Background: an optimization exercise with open tools, aiming at small area. Do not read the settings as production practice.
Where RTL was checked, it was by simulation tests only, not by an equivalence proof against the original.
Power and IR drop assume default switching activity.

## old
==> flow/design.v (excerpt) <==
module dcache (
    input  logic         clk_i,
    input  logic         rst_i,
    input  logic         p_strobe_i,
    input  logic         p_rw_i,
    input  logic [3:0]   p_byte_en_i,
    input  logic [31:0]  p_addr_i,
    input  logic [31:0]  p_wdata_i,
    output logic         p_ready_o,
    output logic [31:0]  p_rdata_o,
    output logic         m_strobe_o,
    output logic         m_rw_o,
    output logic [31:0]  m_addr_o,
    output logic [127:0] m_data_o,
    input  logic         m_ready_i,
    input  logic [127:0] m_data_i
);
    localparam int TAG_BITS = 25;
    localparam logic [2:0] IDLE   = 3'd0,    
                           LOOKUP = 3'd1,    
                           WB     = 3'd2,    
                           WB2    = 3'd3,    
                           RF     = 3'd4,    
                           RF2    = 3'd5,    
                           RDONE  = 3'd6;    
    logic [2:0]  state_q;
    logic [1:0]  cnt_q;                      
    logic [1:0]  cnt_d;
    logic        pend_q;                     
    logic        rw_q;
    logic [3:0]  be_q;
    logic [31:2] addr_q;
    logic [31:0] wd_q;
    logic [3:0]  offh_q;                     
    logic [7:0]  dsel_q;                     
  ...
Size: ~2,700 flip-flops, roughly 400 I/O pins, about 83,000 sq um of cells after synthesis.
clock: 10.0 ns
lec_check: 0
cap_margin: 20
core_margin: 2
core_utilization: 70
slew_margin: 20
standard.sh (not shown) runs the stock make flow with config.mk's settings and CLKGATE_MAP_FILE= SYNTH_SCRIPT=/design/flow/synth_recipe.tcl, a recipe that flattens the netlist after the stock synthesis.
==> flow/flow/run.sh <==
#!/bin/bash
# The standard ORFS layout (standard.sh), with these changes:
#  * synthesis maps the logic with an area-oriented ABC script (delay
#    relaxed); everything else in ORFS's scripts folder is used unchanged,
#    from a copy made here;
#  * port buffers use the smallest buffer instead of clkdlybuf4s50_1;
#  * clock tree: no dummy loads, clustered sinks on clkbuf_8 leaves.
# Each make run writes its full output to a log file in this folder.
set -euo pipefail
W=$PWD
rm -rf "$W/scripts_abc"
cp -r "$FLOW_HOME/scripts" "$W/scripts_abc"
cat > "$W/scripts_abc/abc_speed.script" <<'EOS'
&get -n
&st
&dch -x
&nf -R 1000
&put
topo
stime -c
dnsize -c
EOS
export BUFFER_PORTS_ARGS="-buffer_cell sky130_fd_sc_hd__buf_1"
export CTS_ARGS="-sink_clustering_enable -repair_clock_nets -dont_use_dummy_load -sink_clustering_size 16 -sink_clustering_max_diameter 50 -buf_list sky130_fd_sc_hd__clkbuf_8"
bash standard.sh "SCRIPTS_DIR=$W/scripts_abc" finish > flow_standard.log 2>&1
old reached the end of the flow, and the finished layout is clean on the timing, DRC and antenna checks.
Here is what was changed in the inputs of new compared with old.
-- flow/design.v --
<<< old, line 70
    logic [7:0][1:0] dirty_q;
    logic [7:0]      lru_q;                  
    logic [127:0] fill_q;                    
    logic [2:0]          idx;
    logic [TAG_BITS-1:0] tag;
>>> new, line 70
    logic [7:0][1:0] dirty_q;
    logic [7:0]      lru_q;                  
    logic [63:0]  fill_q;                    
    logic [2:0]          idx;
    logic [TAG_BITS-1:0] tag;
<<< old, line 110
                    tsel_q[4*r+q] <= tsel_q[4*r+((q+3)%4)];
        end
        fill_q <= m_data_i;
    end
    logic [127:0]        dat_a [2][4];
>>> new, line 110
                    tsel_q[4*r+q] <= tsel_q[4*r+((q+3)%4)];
        end
        fill_q <= in_a[1] ? m_data_i[127:64] : m_data_i[63:0];
    end
    logic [127:0]        dat_a [2][4];
<<< old, line 181
        endcase
    end
    logic in_a;                              
    assign in_a = (idx[0] == cnt_q[0]);
    always_ff @(posedge clk_i)
    begin
>>> new, line 181
        endcase
    end
    logic [1:0] in_a;                        
    assign in_a[0] = (idx[0] == cnt_q[0]);
    assign in_a[1] = (idx[0] != cnt_q[0]);
    always_ff @(posedge clk_i)
    begin
<<< old, line 194
        begin
            state_q <= state_d;
            pend_q  <= (state_q == LOOKUP) && hit && rw_q && in_a;
        end
    end
>>> new, line 195
        begin
            state_q <= state_d;
            pend_q  <= (state_q == LOOKUP) && hit && rw_q && in_a[addr_q[3]];
        end
    end
<<< old, line 221
        end
    end
    logic       fill_now;
    logic       hit_now;
    logic       tag_win;
    logic [1:0] we_way;
    assign fill_now = !in_a && ((state_q == RF && m_ready_i) || state_q == RF2);
    assign hit_now  = !in_a && (((state_q == LOOKUP) && hit && rw_q) || pend_q);
    assign tag_win  = ((state_q == LOOKUP) && !hit && !victim_dirty) ||
                      ((state_q == WB) && m_ready_i) ||
>>> new, line 222
        end
    end
    logic       fill_now;                    
    logic       hit_now;                     
    logic       tag_win;
    logic [1:0] we_way;
    assign fill_now = (state_q == RF && m_ready_i) || state_q == RF2;
    assign hit_now  = ((state_q == LOOKUP) && hit && rw_q) || pend_q;
    assign tag_win  = ((state_q == LOOKUP) && !hit && !victim_dirty) ||
                      ((state_q == WB) && m_ready_i) ||
<<< old, line 241
        end
    end
    always_comb
    begin
>>> new, line 242
        end
    end
    logic [3:0][3:0] src_wd;
    always_comb
    begin
        for (int k = 0; k < 4; k++)
            for (int b = 0; b < 4; b++)
                src_wd[k][b] = !fill_now || (rw_q && offh_q[k] && be_q[b]);
    end
    always_comb
    begin
<<< old, line 246
            for (int b = 0; b < 4; b++)
                wbus[k*32 + b*8 +: 8] =
                    (!fill_now || (rw_q && offh_q[k] && be_q[b])) ? wd_q[b*8 +: 8] :
                    (state_q == RF) ? m_data_i[k*32 + b*8 +: 8] : fill_q[k*32 + b*8 +: 8];
    end
    always_comb
>>> new, line 254
            for (int b = 0; b < 4; b++)
                wbus[k*32 + b*8 +: 8] =
                    ({8{src_wd[k][b]}} & wd_q[b*8 +: 8]) |
                    ({8{!src_wd[k][b] && state_q == RF}} & m_data_i[k*32 + b*8 +: 8]) |
                    ({8{!src_wd[k][b] && state_q != RF}} & fill_q[(k%2)*32 + b*8 +: 8]);
    end
    always_comb
<<< old, line 256
                    for (int b = 0; b < 4; b++)
                        wmask[w][p][k*32 + b*8 +: 8] =
                            {8{we_way[w] && idx[2:1] == 2'(p) &&
                               (fill_now || (offh_q[k] && be_q[b]))}};
    end
>>> new, line 265
                    for (int b = 0; b < 4; b++)
                        wmask[w][p][k*32 + b*8 +: 8] =
                            {8{we_way[w] && idx[2:1] == 2'(p) && !in_a[k/2] &&
                               (fill_now || (offh_q[k] && be_q[b]))}};
    end
<<< old, line 269
        for (int w = 0; w < 2; w++)
            for (int p = 0; p < 4; p++)
                line_sel = line_sel
                         | ({128{dsel_q[2*p]   && wsel[w]}} & dat_a[w][p])
                         | ({128{dsel_q[2*p+1] && wsel[w]}} & dat_b[w][p]);
    end
    always_comb
>>> new, line 278
        for (int w = 0; w < 2; w++)
            for (int p = 0; p < 4; p++)
                for (int g = 0; g < 2; g++)
                    line_sel[g*64 +: 64] = line_sel[g*64 +: 64]
                        | ({64{dsel_q[2*p+g]   && wsel[w]}} & dat_a[w][p][g*64 +: 64])
                        | ({64{dsel_q[2*p+1-g] && wsel[w]}} & dat_b[w][p][g*64 +: 64]);
    end
    always_comb
<<< old, line 282
    assign m_strobe_o = (state_q == WB) || (state_q == RF);
    assign m_rw_o     = (state_q == WB);
    assign m_addr_o   = {m_rw_o ? way_tag[sel_way] : tag, idx, 4'b0000};
    assign m_data_o   = line_sel;
endmodule
>>> new, line 292
    assign m_strobe_o = (state_q == WB) || (state_q == RF);
    assign m_rw_o     = (state_q == WB);
    assign m_addr_o   = {({TAG_BITS{m_rw_o && !victim}} & way_tag[0]) |
                         ({TAG_BITS{m_rw_o &&  victim}} & way_tag[1]) |
                         ({TAG_BITS{!m_rw_o}}           & tag), idx, 4'b0000};
    assign m_data_o   = line_sel;
endmodule
## What came out
- Of the two values seen for worst setup path endpoint, p_rdata_o[31] was produced by old and p_rdata_o[27] by new.
- Changes observed in new relative to old: final-layout clock buffer total shows a reduction of about 0.5%, transition at the pin with the smallest max-transition slack shows an increase of 0.046 ns, number of placed cells counting well taps shows a reduction of 108.
- new vs. old: maximum net fanout on the critical path went up by 8.
- Wire length of the first global-routing pass on new is behind old.
- On fraction of power consumed by combinational cells: new sits above old.
- Summary — routed wirelength normalized by instance count, new relative to old: higher, by about 2%.
- Summary of new over old: detailed placement HPWL increased by about 4.7% relative to the old numbers, clock-net power decreased by about 1% relative to the old numbers.
Only the layout flow was run in new; the RTL was not checked for function there.

==> port drivers added, routing unchanged <==
The flow's constraints put no driver on any port. The routed layouts listed below were extracted and timed again, unchanged, in two steps. Step 1, drivers: a clkbuf_16 drives clk_i and a buf_2 each remaining input, both assumed. Step 2, shift: input delay + t, output delay - t, t = (earliest + latest rising clock arrival at the registers) / 2. This alone moves slack from input paths to output paths. a / b / c = ideal ports / drivers / drivers and shift; a / b = the first two.
run	t (ns)	setup slack, ns	worst data-port slew with drivers (ns)	cell pins on the clock port's net
old	1.023	0.401 / 0.316 / 1.340	0.15	1
new	1.018	0.197 / 0.124 / 1.142	0.12	1
After both steps setup and hold are still met in every run listed.
